Context: an optimization exercise on an open-source flow, tuned for small area, a short achievable clock period and few clock cycles per item. The choices shown serve that exercise and are no tape-out recipe. Function was not checked in any run shown here: the RTL went through the layout flow alone. Power is estimated from default activity; no workload was simulated.

### design/flow/flow/run.sh
#!/bin/bash
set -e
echo 'export BUFFER_PORTS_ARGS = -buffer_cell sky130_fd_sc_hd__buf_1' >> config.mk
bash standard.sh > standard.log 2>&1
### design/flow/standard.sh
#!/bin/bash
# synth_recipe.tcl (not shown) runs the flow's synth.tcl, then flattens the netlist and writes it again
# the make line also repeats each setting of config.mk as NAME=value (left out here)
make -C /OpenROAD-flow-scripts/flow DESIGN_CONFIG=/design/flow/config.mk WORK_HOME=/design/flow/orfs CLKGATE_MAP_FILE= SYNTH_SCRIPT=/design/flow/synth_recipe.tcl "${@:-finish}"
### design/flow/config.mk
export PLATFORM = sky130hd
export DESIGN_NAME = fp_addsub_top
export DESIGN_NICKNAME = fp_addsub_top
export VERILOG_FILES = /design/flow/design.v
export SDC_FILE = /design/flow/constraint.sdc
export NUM_CORES = 4
export LEC_CHECK = 0
export ABC_AREA = 1
export CAP_MARGIN = 20
export CORE_MARGIN = 2
export CORE_UTILIZATION = 40
export CTS_BUF_LIST = sky130_fd_sc_hd__clkbuf_8
export SETUP_SLACK_MARGIN = 3.3
export SLEW_MARGIN = 20
export TNS_END_PERCENT = 5
export BUFFER_PORTS_ARGS = -buffer_cell sky130_fd_sc_hd__buf_1
### design/flow/constraint.sdc
create_clock -name core_clock -period 6.5 [get_ports {clk}]
set_input_delay 1.3000 -clock core_clock [delete_from_list [all_inputs] [get_ports {clk}]]
set_output_delay 1.3000 -clock core_clock [all_outputs]
set_load 0.01 [all_outputs]
### design/flow/design.v
package fp_addsub_pkg;
  typedef struct packed {
    logic                 sign;
    logic [8-1:0] exp;
    logic [23-1:0] frac;
  } fp_word_t;
  typedef struct packed {
    fp_word_t a;
    fp_word_t b;
    logic     sub;    
  } fp_op_t;
  typedef struct packed {
    logic overflow;
    logic underflow;
    logic inexact;
  } fp_flags_t;
  typedef struct packed {
    fp_word_t  value;
    fp_flags_t flags;
  } fp_res_t;
  typedef enum logic [2:0] {
    IDLE,
    PRE_NORMALIZING,
    OPERATION,
    NORMALIZING,
    SHIFTING_EXPONENT,
    ROUNDING,
    RESULT,
    RELEASE
  } lane_state_t;
endpackage
module fp_addsub_top (
  input  logic        clk,
  input  logic        rst_n,
  input  logic        in_req,
  output logic        in_ack,
  input  logic [64:0] in_op,      
  output logic        out_req,
  input  logic        out_ack,
  output logic [34:0] out_res     
);
  logic req_d, acc, v2, v3, rq, ak_a, ak_b;
  logic xfer, r1v, ld2;
  logic acc_n, v2_n, v3_n, rq_n, r1v_n;
  assign xfer    = v3 & rq & out_ack;              
  assign out_req = v3 & (rq | ~out_ack);
  assign r1v     = req_d & ~acc;                   
  assign ld2     = in_req & r1v & (~v2 | xfer);    
  assign in_ack  = in_req & (ak_a | (ak_b & out_ack));
  assign acc_n = in_req & in_ack;
  assign v2_n  = ld2 | (v2 & ~xfer);
  assign v3_n  = v2 & ~xfer;
  assign rq_n  = out_req & ~out_ack;
  assign r1v_n = in_req & ~acc_n;
  always_ff @(posedge clk) begin
    if (!rst_n) begin
      req_d <= 1'b0;
      acc   <= 1'b0;
      v2    <= 1'b0;
      v3    <= 1'b0;
      rq    <= 1'b0;
      ak_a  <= 1'b0;
      ak_b  <= 1'b0;
    end else begin
      req_d <= in_req;
      acc   <= acc_n;
      v2    <= v2_n;
      v3    <= v3_n;
      rq    <= rq_n;
      ak_a  <= acc_n | (r1v_n & ~v2_n);
      ak_b  <= r1v_n & v3_n & rq_n;
    end
  end
  logic        a_s, b_s, op_sub;
  logic [7:0]  a_e, b_e;
  logic [22:0] a_f, b_f;
  logic        a_nz, b_nz, b_gt, a_ge_e, swap, s_nz;
  logic [7:0]  d_ab, d_ba, d_abm1;
  logic [4:0]  sh_ab, sh_ba;
  logic [3:0]  s10_a, s32_a;
  logic        sign_a, subx_a;
  logic [7:0]  l_e_a;
  logic [22:0] l_f_a;
  logic [23:0] s_m_a;
  logic [4:0]  sh_a;
  always_comb begin
    {a_s, a_e, a_f, b_s, b_e, b_f, op_sub} = in_op;
  end
  pfx_gt #(31) cmp_i (.a({a_e, a_f}), .b({b_e, b_f}), .gt(b_gt));
  cmp_add #(8) ed_i (.a(a_e), .b(~b_e), .s0(d_abm1), .s1(d_ab), .c1(a_ge_e));
  assign d_ba = ~d_abm1;
  always_comb begin
    a_nz   = |a_e;
    b_nz   = |b_e;
    swap   = b_gt & b_nz;
    sign_a = swap ? (b_s ^ op_sub) : a_s;
    subx_a = a_s ^ b_s ^ op_sub;
    l_e_a  = swap ? b_e : a_e;
    l_f_a  = swap ? b_f : a_f;
    s_nz   = a_nz & b_nz;
    s_m_a  = {s_nz, swap ? a_f : b_f};
    sh_ab  = (~s_nz | (|d_ab[7:5]) | (d_ab[4:0] > 5'd26)) ? 5'd27 : d_ab[4:0];
    sh_ba  = (~s_nz | (|d_ba[7:5]) | (d_ba[4:0] > 5'd26)) ? 5'd27 : d_ba[4:0];
    sh_a   = a_ge_e ? sh_ab : sh_ba;
    for (int k = 0; k < 4; k++) begin
      s10_a[k] = a_ge_e ? (sh_ab[1:0] == 2'(k)) : (sh_ba[1:0] == 2'(k));
      s32_a[k] = a_ge_e ? (sh_ab[3:2] == 2'(k)) : (sh_ba[3:2] == 2'(k));
    end
  end
  logic        sign1, subx1;
  logic [7:0]  l_e1;
  logic [22:0] l_f1;
  logic [23:0] s_m1;
  logic [4:0]  sh1;
  logic [3:0]  s10_1, s32_1;
  logic        s4_1;
  always_ff @(posedge clk) begin
    sign1 <= sign_a;
    subx1 <= subx_a;
    l_e1  <= l_e_a;
    l_f1  <= l_f_a;
    s_m1  <= s_m_a;
    s10_1 <= s10_a;
    s32_1 <= s32_a;
    s4_1  <= sh_a[4];
  end
  logic [26:0] s_sh, al, sx, sy, sz;
  logic        sticky, c_b;
  logic [26:0] s_b;
  logic [27:0] sum_b;
  always_comb begin
    sh1    = {s4_1, s32_1[3] | s32_1[2], s32_1[3] | s32_1[1], s10_1[3] | s10_1[2], s10_1[3] | s10_1[1]};
    sx     = {s_m1, 3'b000};
    for (int i = 0; i < 27; i++) begin
      sy[i] = 1'b0;
      for (int k = 0; k < 4; k++) if (i + k < 27) sy[i] = sy[i] | (s10_1[k] & sx[i + k]);
    end
    for (int i = 0; i < 27; i++) begin
      sz[i] = 1'b0;
      for (int k = 0; k < 4; k++) if (i + 4 * k < 27) sz[i] = sz[i] | (s32_1[k] & sy[i + 4 * k]);
    end
    for (int i = 0; i < 27; i++) s_sh[i] = s4_1 ? ((i + 16 < 27) ? sz[i + 16] : 1'b0) : sz[i];
    sticky = 1'b0;
    for (int j = 0; j < 24; j++) begin
      if (5'(j + 3) < sh1) sticky = sticky | s_m1[j];
    end
    al = {s_sh[26:1], s_sh[0] | (sticky & s_m1[23])};
  end
  sk_add #(27) add_i (.a({1'b1, l_f1, 3'b000}), .b(al ^ {27{subx1}}), .cin(subx1),
                      .s(s_b), .cout(c_b));
  assign sum_b = {c_b & ~subx1, s_b};
  logic        sign2, subx2;
  logic [7:0]  l_e2;
  logic [27:0] sum2;
  always_ff @(posedge clk) begin
    if (ld2) begin
      sign2 <= sign1;
      subx2 <= subx1;
      l_e2  <= l_e1;
      sum2  <= sum_b;
    end
  end
  logic        carry, zero, uf, ov, up, lost, rc, kill, g, rs, wsel;
  logic [23:0] keep;
  logic [22:0] rnd;
  logic [4:0]  lz;
  logic [31:0] lzx;
  logic [26:0] norm;
  logic [7:0]  e_f, e_w0, e_w1, e_n0, e_n1;
  logic        sign_d;
  logic [7:0]  e_d;
  logic [22:0] f_d;
  logic [2:0]  fl_d;
  logic [15:0] z1;  logic [15:0]   c1;
  logic [7:0]  z2;  logic [7:0][1:0] c2;
  logic [3:0]  z3;  logic [3:0][2:0] c3;
  logic [1:0]  z4;  logic [1:0][3:0] c4;
  always_comb begin
    lzx = {sum2[26:0], 5'b11111};
    for (int k = 0; k < 16; k++) begin
      z1[k] = ~lzx[2*k+1] & ~lzx[2*k];
      c1[k] = ~lzx[2*k+1];
    end
    for (int k = 0; k < 8; k++) begin
      z2[k] = z1[2*k+1] & z1[2*k];
      c2[k] = z1[2*k+1] ? {1'b1, c1[2*k]} : {1'b0, c1[2*k+1]};
    end
    for (int k = 0; k < 4; k++) begin
      z3[k] = z2[2*k+1] & z2[2*k];
      c3[k] = z2[2*k+1] ? {1'b1, c2[2*k]} : {1'b0, c2[2*k+1]};
    end
    for (int k = 0; k < 2; k++) begin
      z4[k] = z3[2*k+1] & z3[2*k];
      c4[k] = z3[2*k+1] ? {1'b1, c3[2*k]} : {1'b0, c3[2*k+1]};
    end
    lz = z4[1] ? {1'b1, c4[0]} : {1'b0, c4[1]};
  end
  always_comb begin
    carry = sum2[27];
    zero  = (l_e2 == 8'd0) | (sum2 == 28'd0);
    norm  = sum2[26:0];
    if (lz[4]) norm = norm << 16;
    if (lz[3]) norm = norm << 8;
    if (lz[2]) norm = norm << 4;
    if (lz[1]) norm = norm << 2;
    if (lz[0]) norm = norm << 1;
    if (carry) begin
      keep = sum2[27:4];
      g    = sum2[3];
      rs   = |sum2[2:0];
    end else if (sum2[26]) begin
      keep = sum2[26:3];
      g    = sum2[2];
      rs   = |sum2[1:0];
    end else begin
      keep = sum2[25:2];
      g    = sum2[1];
      rs   = sum2[0];
    end
    up   = g & (rs | keep[0]);
    lost = g | rs;
    rc   = up & (&keep);
    wsel = carry | sum2[26] | sum2[25];
  end
  bk_add #(23) rnd_i (.a(keep[22:0]), .b(23'd0), .cin(up), .s(rnd), .cout());
  cmp_add #(8) ew_i (.a(l_e2), .b(carry ? 8'h01 : {8{~sum2[26]}}), .s0(e_w0), .s1(e_w1), .c1());
  cmp_add #(8) en_i (.a(l_e2), .b({3'b111, ~lz[4:1], 1'b1}), .s0(e_n0), .s1(e_n1), .c1());
  assign e_f = wsel ? (rc ? e_w1 : e_w0) : (lz[0] ? e_n0 : e_n1);
  always_comb begin
    if (carry)          ov = (l_e2 >= 8'd254) | ((l_e2 == 8'd253) & rc);
    else if (sum2[26])  ov = (l_e2 == 8'd255) | ((l_e2 == 8'd254) & rc);
    else if (sum2[25])  ov = (l_e2 == 8'd255) & rc;
    else                ov = 1'b0;
    uf   = ~zero & ~carry & (l_e2[7:5] == 3'd0) & (l_e2[4:0] <= lz);
    kill = uf | ov;
    sign_d = zero ? (sign2 & ~subx2) : sign2;
    e_d    = ov ? 8'hff : ((zero | uf) ? 8'd0 : e_f);
    f_d    = (kill | zero) ? 23'd0 : (wsel ? rnd : norm[25:3]);
    fl_d   = {ov, uf, (lost & ~zero) | kill};
  end
  logic        sign3;
  logic [7:0]  e3;
  logic [22:0] f3;
  logic [2:0]  fl3;
  always_ff @(posedge clk) begin
    sign3 <= sign_d;
    e3    <= e_d;
    f3    <= f_d;
    fl3   <= fl_d;
  end
  assign out_res = {sign3, e3, f3, fl3};
endmodule
module bk_add #(parameter int N = 8) (
  input  logic [N-1:0] a,
  input  logic [N-1:0] b,
  input  logic         cin,
  output logic [N-1:0] s,
  output logic         cout
);
  logic [N-1:0] p, gg, pp;
  always_comb begin
    p     = a ^ b;
    gg    = a & b;
    pp    = p;
    gg[0] = gg[0] | (p[0] & cin);
    for (int l = 0; (1 << l) < N; l++) begin
      for (int i = (2 << l) - 1; i < N; i += (2 << l)) begin
        gg[i] = gg[i] | (pp[i] & gg[i - (1 << l)]);
        pp[i] = pp[i] & pp[i - (1 << l)];
      end
    end
    for (int l = 30; l >= 0; l--) begin
      if ((2 << l) <= N) begin
        for (int i = 3 * (1 << l) - 1; i < N; i += (2 << l)) begin
          gg[i] = gg[i] | (pp[i] & gg[i - (1 << l)]);
          pp[i] = pp[i] & pp[i - (1 << l)];
        end
      end
    end
    s[0] = p[0] ^ cin;
    for (int i = 1; i < N; i++) s[i] = p[i] ^ gg[i - 1];
    cout = gg[N - 1];
  end
endmodule
module sk_add #(parameter int N = 8) (
  input  logic [N-1:0] a,
  input  logic [N-1:0] b,
  input  logic         cin,
  output logic [N-1:0] s,
  output logic         cout
);
  logic [N-1:0] p, gg, pp;
  always_comb begin
    p     = a ^ b;
    gg    = a & b;
    pp    = p;
    gg[0] = gg[0] | (p[0] & cin);
    for (int l = 0; (1 << l) < N; l++) begin
      for (int i = 0; i < N; i++) begin
        if ((i & (1 << l)) != 0) begin
          gg[i] = gg[i] | (pp[i] & gg[(i & ~((1 << l) - 1)) - 1]);
          pp[i] = pp[i] & pp[(i & ~((1 << l) - 1)) - 1];
        end
      end
    end
    s[0] = p[0] ^ cin;
    for (int i = 1; i < N; i++) s[i] = p[i] ^ gg[i - 1];
    cout = gg[N - 1];
  end
endmodule
module ks_add #(parameter int N = 8) (
  input  logic [N-1:0] a,
  input  logic [N-1:0] b,
  input  logic         cin,
  output logic [N-1:0] s,
  output logic         cout
);
  logic [N-1:0] p, gg, pp, gn, pn;
  always_comb begin
    p     = a ^ b;
    gg    = a & b;
    pp    = p;
    gg[0] = gg[0] | (p[0] & cin);
    for (int l = 0; (1 << l) < N; l++) begin
      gn = gg;
      pn = pp;
      for (int i = (1 << l); i < N; i++) begin
        gn[i] = gg[i] | (pp[i] & gg[i - (1 << l)]);
        pn[i] = pp[i] & pp[i - (1 << l)];
      end
      gg = gn;
      pp = pn;
    end
    s[0] = p[0] ^ cin;
    for (int i = 1; i < N; i++) s[i] = p[i] ^ gg[i - 1];
    cout = gg[N - 1];
  end
endmodule
module cmp_add #(parameter int N = 8) (
  input  logic [N-1:0] a,
  input  logic [N-1:0] b,
  output logic [N-1:0] s0,
  output logic [N-1:0] s1,
  output logic         c1
);
  logic [N-1:0] p, gg, pp, gn, pn;
  always_comb begin
    p  = a ^ b;
    gg = a & b;
    pp = p;
    for (int l = 0; (1 << l) < N; l++) begin
      gn = gg;
      pn = pp;
      for (int i = (1 << l); i < N; i++) begin
        gn[i] = gg[i] | (pp[i] & gg[i - (1 << l)]);
        pn[i] = pp[i] & pp[i - (1 << l)];
      end
      gg = gn;
      pp = pn;
    end
    s0[0] = p[0];
    s1[0] = ~p[0];
    for (int i = 1; i < N; i++) begin
      s0[i] = p[i] ^ gg[i - 1];
      s1[i] = p[i] ^ (gg[i - 1] | pp[i - 1]);
    end
    c1 = gg[N - 1] | pp[N - 1];
  end
endmodule
module pfx_gt #(parameter int N = 8) (
  input  logic [N-1:0] a,
  input  logic [N-1:0] b,
  output logic         gt
);
  logic [N-1:0] gg, tt;
  always_comb begin
    gg = b & ~a;
    tt = b | ~a;
    for (int l = 0; (1 << l) < N; l++) begin
      for (int k = 0; 2 * k < ((N + (1 << l) - 1) >> l); k++) begin
        if (2 * k + 1 < ((N + (1 << l) - 1) >> l)) begin
          gg[k] = gg[2 * k + 1] | (tt[2 * k + 1] & gg[2 * k]);
          tt[k] = tt[2 * k + 1] & tt[2 * k];
        end else begin
          gg[k] = gg[2 * k];
          tt[k] = tt[2 * k];
        end
      end
    end
    gt = gg[0];
  end
endmodule
==> impl_metrics.py, run 1 <==
metrics = {
    "finish": {
        "drive_above_1_share_pct": 15.2,
        "nets": 2172,
        "multi_input_comb_area_um2": 8370,
        "final_cell_mix": "nand2_1 (499), inv_1 (201), nor2_1 (142)",
        "area_growth_pct": 17.1,
        "num-fill-cells": 3133,
        "seq_area_um2": 3330,
        "mostFrequentLayoutCell": "nand2_1",
    },
    "logic_synthesis": {
        "ys_async_sr_fraction_pct": 0,
        "synth_nets": 2040,
        "synthFlopType": "dfxtp_1",
        "seq_area_frac_synth_pct": 26.7,
        "synthCells": 1898,
        "synth_cell_types": 60,
        "syn_area_per_cell_um2": 6.52,
        "synth_area_um2": 12400,
        "synth.ff_latch_count": 146,
        "yosys_warnings": 16,
        "synth-edff-count": 38,
    },
    "sta": {
        "setup_viol": 0,
        "rsz0062_at_grt": "true",
        "layout_setup_ws_ns": 3.10,
        "max_freq_mhz": 294,
        "finalSetupTns_ns": 0,
        "tightestPinTransition_ns": 0.651,
        "fin_crit_ns": 3.40,
        "slew_viol_final": 0,
        "finalHoldViolCount": 0,
        "post-route-period-util_pct": 52.4,
        "clock-skew-final_ns": 0.0218,
        "relSlewSlack_pct": 56.1,
    },
    "floorplanning": {
        "die_area_um2": 32400,
        "ioPinCount": 106,
        "die_y_um": 180,
        "num_rows": 64,
        "floorplan.initialDensity_pct": 40.6,
        "die_x_um": 180,
        "fp.coreArea_um2": 30500,
    },
    "routing": {
        "drt_pass1_iterations": 6,
        "ant_nets": 0,
        "drt_iter0_drc": 1338,
        "avgRoutedWirePerCell_um": 17.6,
        "drc": 0,
        "post_drt_via_cell_ratio": 5.53,
        "via_count": 13502,
        "wirelength_um": 42900,
    },
    "power": {
        "sw_frac_of_total_pct": 42.6,
        "p_total_mw": 3.39,
        "cellLeakagePower_nw": 6.72,
        "ir_worst_vdd_mv": 0.207,
        "p_comb_share_pct": 42.6,
        "power_density_nw_per_um2": 234,
        "p_clk_share_pct": 22.2,
        "power.switching_mw": 1.45,
        "seqPwrFrac_pct": 35.1,
        "p_int_mw": 1.95,
    },
    "global_routing": {
        "antenna_found_initial": 0,
        "grt_pass1_wl_um": 66900,
        "grt_remaining_overflow": 0,
        "grt_pass1_vias": 12424,
        "track_usage_pct": 26.0,
        "grt_max_degree": 56,
    },
    "hold_path": {
        "hold_path.class": "reg2reg",
        "holdPathStages": 0,
    },
    "cts": {
        "cts_num_sinks": 146,
        "cts_buffer_depth": 2,
        "cts_tree": "yes",
        "cts-root-buf": "clkbuf_8",
        "clock_latency_ns": 0.50,
        "cts_inserted_buffers": 17,
        "htreeDepth": 4,
        "clk_pin_slew_worst_paths_ns": 0.09,
        "cts_hold_buf": 0,
    },
    "worst_setup_path": {
        "crit_required_ns": 6.76,
        "ff2ff_path_depth": 20,
        "worst-setup-path-type": "reg2reg",
        "crit_fanout": 4,
        "crit_chain": "nor2_4 > inv_4 > nor3_4 > a21oi_2 > nor3_2 > o211ai_1 > a21oi_2 > o21ai_2 > a21oi_2 > ha_2 > ha_4 > nand2_2 > inv_2 > nand3_2 > nand2_2 > nand2_2 > nand2_4 > inv_2 > fa_2 > inv_2",
        "end_kind": "flip-flop",
        "critPathSlowestCell": "fa_2",
        "crit_arrival_ns": 3.66,
        "critPathLaunchType": "flip-flop",
        "cp_slowest_stage_delay_ns": 0.53,
    },
    "outcome": {
        "status": "timing/DRC/antenna clean",
    },
    "placement": {
        "portBuffers": 105,
        "dp_hpwl_um": 31900,
        "gp_congestion": 0.997,
        "place_ws_ns": 2.29,
    },
    "flow_run": {
        "drv_cap": 0,
    },
}
## through the flow
step | instance area [um^2] | cells | hold WS, ns | utilization [%]
floorplan | 12400 | 1898 | 0.386 | -
global placement | 13000 | 2339 | 0.386 | 42.5
detailed placement | 13000 | 2339 | 0.389 | 42.5
CTS | 13900 | 2409 | 0.409 | 45.6
global route | 14500 | 2439 | 0.419 | 47.5
finish | 14500 | 2440 | 0.409 | 47.5
## timing repair
item	in CTS	in global routing
buffers inserted	34	28
endpoints found under the setup margin	125	122
cloned	4	1
pin swaps	11	33
resized for setup	85	107
## flip-flops by register name, summed over array words and instances, names as in the netlist, 3 cells and up
name	cells
fl3	3
e3	8
s_m1	24
l_f1	23
sum2	28
l_e1	8
l_e2	8
s10_1	4
s32_1	4
f3	23
## routing by layer
layer / wire [um] / up-vias / track usage (%) / share of wire [%]
met2: 19000 / 632 / 41.5 / 44
met4: 1670 / 0 / 9.89 / 3.9
li1: - / 6588 / - / -
met1: 18900 / 6157 / 35.2 / 44
met3: 3280 / 125 / 4.19 / 7.6
met5: 0 / - / 0 / 0
## cells by family (layout without fill, tap and decap cells)
kind of cell             Yosys count  count (layout)  share of synthesized area, %
other                              0               1                             0
buffers and inverters            303             443                          10.2
AO/OA/AOI/OAI                    382             382                          18.0
AND/OR/NAND/NOR                  946             951                          34.1
adder cells (fa/ha/maj)           73              73                          7.62
multiplexers                       3               3                         0.243
XOR/XNOR                          45              45                          3.18
flip-flops                       146             146                          26.7
## final cells by class
| class | count | area share [%] |
|---|---|---|
| Sequential cell | 146 | 23.0 |
| Clock buffer | 17 | 1.61 |
| Inverter | 239 | 6.54 |
| Timing Repair Buffer | 172 | 6.51 |
| Clock inverter | 15 | 1.17 |
| Multi-Input combinational cell | 1454 | 57.7 |
| Antenna cell | 1 | 0.0173 |
| Tap cell | 396 | 3.42 |
## power groups by stage
| stage | sequential, mW | combinational [mW] | clock (mW) |
|---|---|---|---|
| after global routing | 1.20 | 1.62 | 0.816 |
| after global placement | 1.22 | 1.22 | 0 |
| after floorplan | 1.16 | 0.921 | 0 |
| after CTS | 1.18 | 1.32 | 0.779 |
| after detailed placement | 1.22 | 1.22 | 0 |
| final | 1.19 | 1.45 | 0.755 |
## cells in the mapped netlist (all sizes together) (5+ instances only)
cell / instances / area share (%)
nor3: 28 / 1.2
a21oi: 129 / 5.4
xnor2: 6 / 0.42
buf: 33 / 2.0
clkbuf: 31 / 0.94
clkinv: 9 / 0.27
o21ai: 133 / 5.4
nand3b: 5 / 0.30
a31oi: 9 / 0.45
a221oi: 7 / 0.50
nand2: 530 / 16
o22ai: 39 / 2.0
o21a: 5 / 0.30
dfxtp: 108 / 17
o211ai: 21 / 1.5
nand3: 149 / 6.4
inv: 230 / 7.0
nor2: 192 / 7.6
xor2: 39 / 2.8
o2111ai: 5 / 0.35
ha: 69 / 7.0
o221ai: 7 / 0.50
a22oi: 6 / 0.36
or2: 8 / 0.40
nor4: 5 / 0.25
edfxtp: 38 / 9.2
o31ai: 5 / 0.30
nand4: 26 / 1.4
## worst paths after layout
| check | start | to | slack (ns) |
|---|---|---|---|
| worst max-delay path | s32_1[1] | sum2[8] | 3.10 |
| worst min-delay path | l_e1[2] | l_e2[2] | 0.41 |
| worst max register to register | s32_1[1] | sum2[8] | 3.10 |
| worst min register to register | l_e1[2] | l_e2[2] | 0.41 |
## critical path, delay by kind of cell (launching register included)
family / cells / cell delay [ns]
AND/OR/NAND/NOR: 8 / 0.92
adder cells (fa/ha/maj): 3 / 0.92
AO/OA/AOI/OAI: 5 / 0.75
flip-flops: 1 / 0.39
buffers and inverters: 4 / 0.19
==> run 2, diff against run 1 <==
--- a/design/flow/config.mk
+++ b/design/flow/config.mk
@@ -10,7 +10,7 @@
 export CORE_MARGIN = 2
 export CORE_UTILIZATION = 40
 export CTS_BUF_LIST = sky130_fd_sc_hd__clkbuf_8
-export SETUP_SLACK_MARGIN = 3.3
+export SETUP_SLACK_MARGIN = 3.6
 export SLEW_MARGIN = 20
 export TNS_END_PERCENT = 5
 export BUFFER_PORTS_ARGS = -buffer_cell sky130_fd_sc_hd__buf_1
==> impl_metrics.py, run 2 <==
metrics = {
    "floorplanning": {
        "floorplan.initialDensity_pct": 40.6,
        "ioPinCount": 106,
        "die_y_um": 180,
        "die_area_um2": 32400,
        "die_x_um": 180,
        "fp.coreArea_um2": 30500,
        "num_rows": 64,
    },
    "logic_synthesis": {
        "synthFlopType": "dfxtp_1",
        "synth_nets": 2040,
        "yosys_warnings": 16,
        "synth_top_cell_area_share_pct": 17.5,
        "ys_async_sr_fraction_pct": 0,
        "synth_most_common_cell": "nand2_1",
        "synth_cell_types": 60,
        "synth_area_um2": 12400,
        "synth.ff_latch_count": 146,
        "synth-edff-count": 38,
        "synth_commonest_cells": "nand2_1 (516), inv_1 (216), nor2_1 (162)",
        "synth_area_leaders": "dfxtp_1 (17%), nand2_1 (16%), edfxtp_1 (9.2%)",
        "synthCells": 1898,
        "yosysTopAreaCell": "dfxtp_1",
        "seq_area_frac_synth_pct": 26.7,
        "syn_area_per_cell_um2": 6.52,
    },
    "worst_setup_path": {
        "crit_buf_inv": 4,
        "ff2ff_path_depth": 21,
        "critPathLaunchType": "flip-flop",
        "critPathSlowestCell": "dfxtp_4",
        "crit_chain": "clkinv_4 > o21ai_0 > nor2_4 > buf_4 > o21ai_2 > nand2_1 > nand2_2 > xor2_2 > inv_1 > ha_2 > a21oi_2 > nor2_1 > a211oi_2 > nand2_4 > buf_4 > nand2_1 > nand2_1 > nand2_1 > nand2_1 > nand2_1 > nand2_1",
        "cp.depth": 21,
        "crit_family": "compound AO/OA/AOI/OAI gates",
        "worst-setup-path-type": "reg2reg",
        "reg2reg_slack_ns": 3.15,
        "cp_slowest_stage_delay_ns": 0.46,
        "crit_fanout": 10,
        "crit_path_frequent_cell": "nand2_1",
        "crit_arrival_ns": 3.62,
        "crit_required_ns": 6.77,
        "end_kind": "flip-flop",
    },
    "finish": {
        "nets": 2181,
        "num-fill-cells": 3124,
        "reg_top3": "sum2 (28), s_m1 (24)",
        "area_growth_pct": 18.7,
        "final_cell_mix": "nand2_1 (490), inv_1 (199), nor2_1 (138)",
        "mostFrequentLayoutCell": "nand2_1",
        "drive_above_1_share_pct": 16.8,
        "largest_reg_flops": 28,
        "final_util_pct": 48.2,
        "largest-register": "sum2",
    },
    "outcome": {
        "status": "timing/DRC/antenna clean",
    },
    "global_routing": {
        "track_usage_pct": 26.5,
        "antenna_found_initial": 1,
        "grt_max_degree": 55,
        "grt_pass1_wl_um": 68600,
        "grt_remaining_overflow": 0,
        "grt_pass1_vias": 12748,
    },
    "sta": {
        "relSlewSlack_pct": 59.5,
        "holdWs_ns": 0.409,
        "fin_crit_ns": 3.35,
        "setup_viol": 0,
        "rsz0062_at_grt": "true",
        "finalHoldViolCount": 0,
        "clock-skew-final_ns": 0.0207,
        "tightestPinTransition_ns": 0.605,
        "max_freq_mhz": 299,
        "post-route-period-util_pct": 51.5,
        "finalSetupTns_ns": 0,
        "slew_viol_final": 0,
    },
    "routing": {
        "drt_iter0_drc": 1306,
        "drt_pass1_iterations": 6,
        "wirelength_um": 43300,
        "drc": 0,
        "avgRoutedWirePerCell_um": 17.7,
        "via_count": 13393,
        "ant_nets": 0,
        "post_drt_via_cell_ratio": 5.47,
    },
    "cts": {
        "cts_hold_buf": 0,
        "clk_pin_slew_worst_paths_ns": 0.11,
        "cts_tree": "yes",
        "clock_latency_ns": 0.51,
        "cts_inserted_buffers": 17,
        "cts-root-buf": "clkbuf_8",
        "cts_buffer_depth": 2,
        "cts_num_sinks": 146,
        "htreeDepth": 4,
    },
    "hold_path": {
        "holdPathStages": 0,
        "hold_path.class": "reg2reg",
    },
    "power": {
        "ir_worst_vdd_mv": 0.136,
        "cellLeakagePower_nw": 6.81,
        "power_density_nw_per_um2": 234,
    },
    "placement": {
        "portBuffers": 105,
        "dp_hpwl_um": 32100,
        "gp_congestion": 0.960,
    },
    "flow_run": {
        "drv_cap": 0,
    },
}
[run 2: worst register-to-register path: stages, from the launching register on]
cell and delay (ns):
dfxtp_4 0.46, clkinv_4 0.12, o21ai_0 0.36, nor2_4 0.10
buf_4 0.16, o21ai_2 0.13, nand2_1 0.08, nand2_2 0.08
xor2_2 0.19, inv_1 0.08, ha_2 0.20, a21oi_2 0.17
nor2_1 0.07, a211oi_2 0.27, nand2_4 0.11, buf_4 0.16
nand2_1 0.05, nand2_1 0.07, nand2_1 0.09, nand2_1 0.05
nand2_1 0.05, nand2_1 0.06
[run 2: cell type report]
cell class | instances | area, um^2 | area share (%)
Antenna cell | 1 | 2.50 | 0.0170
Clock buffer | 17 | 234 | 1.59
Clock inverter | 15 | 155 | 1.06
Inverter | 239 | 958 | 6.52
Multi-Input combinational cell | 1454 | 8470 | 57.6
Sequential cell | 146 | 3330 | 22.7
Tap cell | 396 | 495 | 3.37
Timing Repair Buffer | 181 | 1050 | 7.13
[run 2: worst paths after layout]
path | to | start
worst max register to register | sum2[11] | s10_1[3]
worst min register to register | l_e2[2] | l_e1[2]
worst min-delay path | l_e2[2] | l_e1[2]
worst max-delay path | sum2[11] | s10_1[3]
[run 2: cell families after synthesis]
| family | after synthesis | synth area share [%] |
|---|---|---|
| xor+xnor | 45 | 3.18 |
| fa+ha+maj | 73 | 7.62 |
| buf+inv | 303 | 10.2 |
| simple gates | 946 | 34.1 |
| mux | 3 | 0.243 |
| compound gates | 382 | 18.0 |
| flops | 146 | 26.7 |
[run 2: report_power, final]
| part | switching (mW) | internal [mW] | total (mW) |
|---|---|---|---|
| Combinational | 0.975 | 0.564 | 1.54 |
| Sequential | 0.103 | 1.08 | 1.18 |
| Clock | 0.436 | 0.289 | 0.726 |
| Total | 1.51 | 1.93 | 3.45 |
[run 2: metal layers]
layer  vias to the layer above  part of all wire, %  global-route usage [%]
met5                         -                    0                       0
met4                         0                  3.0                    9.20
met3                        90                  6.4                    3.59
met2                       556                   46                    44.2
met1                      6145                   45                    35.3
li1                       6602                    -                       -
[run 2: timing repair]
| action | 4_1_cts | 5_1_grt |
|---|---|---|
| gates resized for setup | 122 | 82 |
| pin swaps | 31 | 29 |
| setup endpoints to repair | 129 | 123 |
| buffers inserted | 58 | 13 |
| gates cloned | 5 | 0 |
[run 2: stage by stage]
step / worst slack [ns] / instance area (um^2) / total power, mW / std cells
6_report: 3.15 / 14700 / 3.45 / 2449
5_1_grt: 2.93 / 14700 / 3.68 / 2448
4_1_cts: 3.17 / 14300 / 3.33 / 2434
3_5_place_dp: 2.25 / 13000 / 2.45 / 2339
3_3_place_gp: 2.22 / 13000 / 2.44 / 2339
2_1_floorplan: 3.33 / 12500 / 2.10 / 1898
==> run 3, diff against run 2 <==
--- a/design/flow/config.mk
+++ b/design/flow/config.mk
@@ -12,5 +12,5 @@
 export CTS_BUF_LIST = sky130_fd_sc_hd__clkbuf_8
 export SETUP_SLACK_MARGIN = 3.6
 export SLEW_MARGIN = 20
-export TNS_END_PERCENT = 5
+export TNS_END_PERCENT = 0
 export BUFFER_PORTS_ARGS = -buffer_cell sky130_fd_sc_hd__buf_1
==> impl_metrics.py, run 3 <==
metrics = {
    "placement": {
        "place_ws_ns": 2.25,
        "dp_hpwl_um": 32100,
        "gp_congestion": 0.960,
        "portBuffers": 105,
    },
    "logic_synthesis": {
        "ys_async_sr_fraction_pct": 0,
        "yosysTopAreaCell": "dfxtp_1",
        "synthFlopType": "dfxtp_1",
        "synth_nets": 2040,
        "synth-edff-count": 38,
        "synth_top_cell_area_share_pct": 17.5,
        "synth_area_leaders": "dfxtp_1 (17%), nand2_1 (16%), edfxtp_1 (9.2%)",
        "synth_area_um2": 12400,
        "synth_cell_types": 60,
        "synthCells": 1898,
        "yosys_warnings": 16,
        "synth.ff_latch_count": 146,
        "seq_area_frac_synth_pct": 26.7,
        "synth_most_common_cell": "nand2_1",
        "synth_commonest_cells": "nand2_1 (516), inv_1 (216), nor2_1 (162)",
        "syn_area_per_cell_um2": 6.52,
    },
    "worst_setup_path": {
        "crit_required_ns": 6.77,
        "reg2reg_slack_ns": 3.14,
        "cp_slowest_stage_delay_ns": 0.46,
        "crit_buf_inv": 4,
        "crit_arrival_ns": 3.63,
        "worst-setup-path-type": "reg2reg",
        "ff2ff_path_depth": 21,
        "critPathLaunchType": "flip-flop",
        "crit_fanout": 10,
        "r2r-end": "sum2[15]",
        "end_kind": "flip-flop",
        "cp.depth": 21,
        "crit_family": "compound AO/OA/AOI/OAI gates",
        "critPathSlowestCell": "dfxtp_4",
        "r2r-start": "s10_1[3]",
        "crit_chain": "clkinv_4 > o21ai_0 > nor2_4 > buf_4 > o21ai_2 > nand2_1 > nand2_2 > xor2_2 > inv_1 > ha_2 > a21oi_2 > nor2_1 > a211oi_2 > nand2_4 > buf_4 > nand2_2 > nand2_2 > nand2_2 > nand2_1 > nand2_1 > nand2_1",
    },
    "floorplanning": {
        "die_area_um2": 32400,
        "ioPinCount": 106,
        "die_y_um": 180,
        "fp.coreArea_um2": 30500,
        "die_x_um": 180,
        "num_rows": 64,
        "floorplan.initialDensity_pct": 40.6,
    },
    "finish": {
        "reg_top3": "sum2 (28), s_m1 (24)",
        "drive_above_1_share_pct": 15.8,
        "largest_reg_flops": 28,
        "nets": 2172,
        "largest-register": "sum2",
        "final_cell_mix": "nand2_1 (494), inv_1 (200), nor2_1 (141)",
        "area_growth_pct": 17.3,
        "mostFrequentLayoutCell": "nand2_1",
    },
    "cts": {
        "cts_tree": "yes",
        "htreeDepth": 4,
        "cts_buffer_depth": 2,
        "cts-root-buf": "clkbuf_8",
        "cts_num_sinks": 146,
        "clk_pin_slew_worst_paths_ns": 0.10,
        "cts_inserted_buffers": 17,
        "clock_latency_ns": 0.51,
        "cts_hold_buf": 0,
    },
    "hold_path": {
        "hold_start": "l_e1[2]",
        "holdPathStages": 0,
        "worstHoldEndpoint": "l_e2[2]",
        "hold_path.class": "reg2reg",
    },
    "routing": {
        "drt_iter0_drc": 1326,
        "post_drt_via_cell_ratio": 5.49,
        "ant_nets": 0,
        "wirelength_um": 43100,
        "via_count": 13406,
        "drc": 0,
        "avgRoutedWirePerCell_um": 17.7,
        "drt_pass1_iterations": 8,
    },
    "global_routing": {
        "grt_pass1_wl_um": 68100,
        "antenna_found_initial": 1,
        "grt_pass1_vias": 12675,
        "grt_max_degree": 55,
        "grt_remaining_overflow": 0,
        "track_usage_pct": 26.3,
    },
    "sta": {
        "clock-skew-final_ns": 0.0218,
        "fin_crit_ns": 3.36,
        "slew_viol_final": 0,
        "finalSetupTns_ns": 0,
        "post-route-period-util_pct": 51.7,
        "finalHoldViolCount": 0,
        "relSlewSlack_pct": 47.0,
        "max_freq_mhz": 297,
        "rsz0062_at_grt": "true",
        "tightestPinTransition_ns": 0.794,
        "layout_setup_ws_ns": 3.14,
        "setup_viol": 0,
    },
    "outcome": {
        "status": "timing/DRC/antenna clean",
    },
    "flow_run": {
        "drv_cap": 0,
    },
    "power": {
        "power_density_nw_per_um2": 236,
        "ir_worst_vdd_mv": 0.136,
        "cellLeakagePower_nw": 6.75,
    },
}
run 3: what timing repair did:
item                       CTS  global route
pin swaps                   25            27
gates cloned                 4             0
setup buffers               46            17
gates resized for setup    102            76
setup endpoints to repair  129           126
run 3: kinds of logic (layout without fill, tap and decap cells):
family          after synthesis  count (layout)  synth area share [%]
simple gates                946             950                  34.1
fa+ha+maj                    73              73                  7.62
flops                       146             146                  26.7
other cells                   0               1                     0
mux                           3               3                 0.243
compound gates              382             382                  18.0
buf+inv                     303             444                  10.2
xor+xnor                     45              45                  3.18
run 3: area by class of cell:
cell class	instances	area, um^2
clock buffer	17	234
sequential	146	3330
clock inverter	15	155
multi-input combinational	1453	8400
inverter	239	948
antenna	1	2.50
tap	396	495
fill	3151	16000
timing repair buffer	173	960
run 3: worst max-delay path by stage:
stage               from       end  slack (ns)
3_3_place_gp    sum2[26]     f3[2]        2.22
5_1_grt         s32_1[3]   sum2[8]        2.95
4_1_cts         s10_1[0]  sum2[25]        3.17
3_5_place_dp    sum2[26]     f3[1]        2.25
2_1_floorplan  in_op[24]  s32_1[0]        3.33
6_report        s10_1[3]  sum2[15]        3.14
run 3: stage by stage:
| stage | hold slack, ns | power, mW | util [%] | cell area (um^2) | std cells |
|---|---|---|---|---|---|
| floorplan | 0.386 | 2.10 | - | 12500 | 1898 |
| global placement | 0.388 | 2.44 | 42.7 | 13000 | 2339 |
| detailed placement | 0.389 | 2.45 | 42.7 | 13000 | 2339 |
| CTS | 0.411 | 3.31 | 46.3 | 14100 | 2421 |
| global route | 0.416 | 3.66 | 47.6 | 14500 | 2439 |
| finish | 0.409 | 3.43 | 47.6 | 14500 | 2440 |
run 3: report_power, final:
| group | total (mW) | switching [mW] | internal, mW |
|---|---|---|---|
| registers | 1.18 | 0.107 | 1.08 |
| clock network | 0.725 | 0.436 | 0.289 |
| logic | 1.52 | 0.966 | 0.554 |
run 3: metal layers:
metal / track usage [%] / wire length [um]
met4: 8.85 / 1160
met5: 0 / 65
met3: 3.67 / 2670
met2: 44.1 / 20000
met1: 34.8 / 19200

-- afterwards: timing with drivers on the ports --
No port has a modelled driver above. Below, the same layouts with a new extraction and two added sets of constraints.
Step 1, drivers: a clkbuf_16 drives clk and a buf_2 each remaining input, both assumed.
Step 2 moves the port delays by t, midway between the first and last clock arrival at a register: inputs arrive t later, outputs are due t later. That takes back most of the time a late clock gives input paths.
Slacks: ideal ports / drivers / drivers and shift; pairs: ideal ports / drivers.
run | t (ns) | setup WS [ns] | worst setup path after step 2
run 1 | 0.536 | 3.096 / 3.096 / 2.597 | input to register
run 2 | 0.546 | 3.153 / 3.153 / 2.615 | input to register
run 3 | 0.544 | 3.138 / 3.138 / 2.611 | input to register
After both steps setup and hold are still met in every run listed. The setup slack of run 2, which loses most, moves by 0.000 ns with the drivers and by -0.538 ns with both steps.
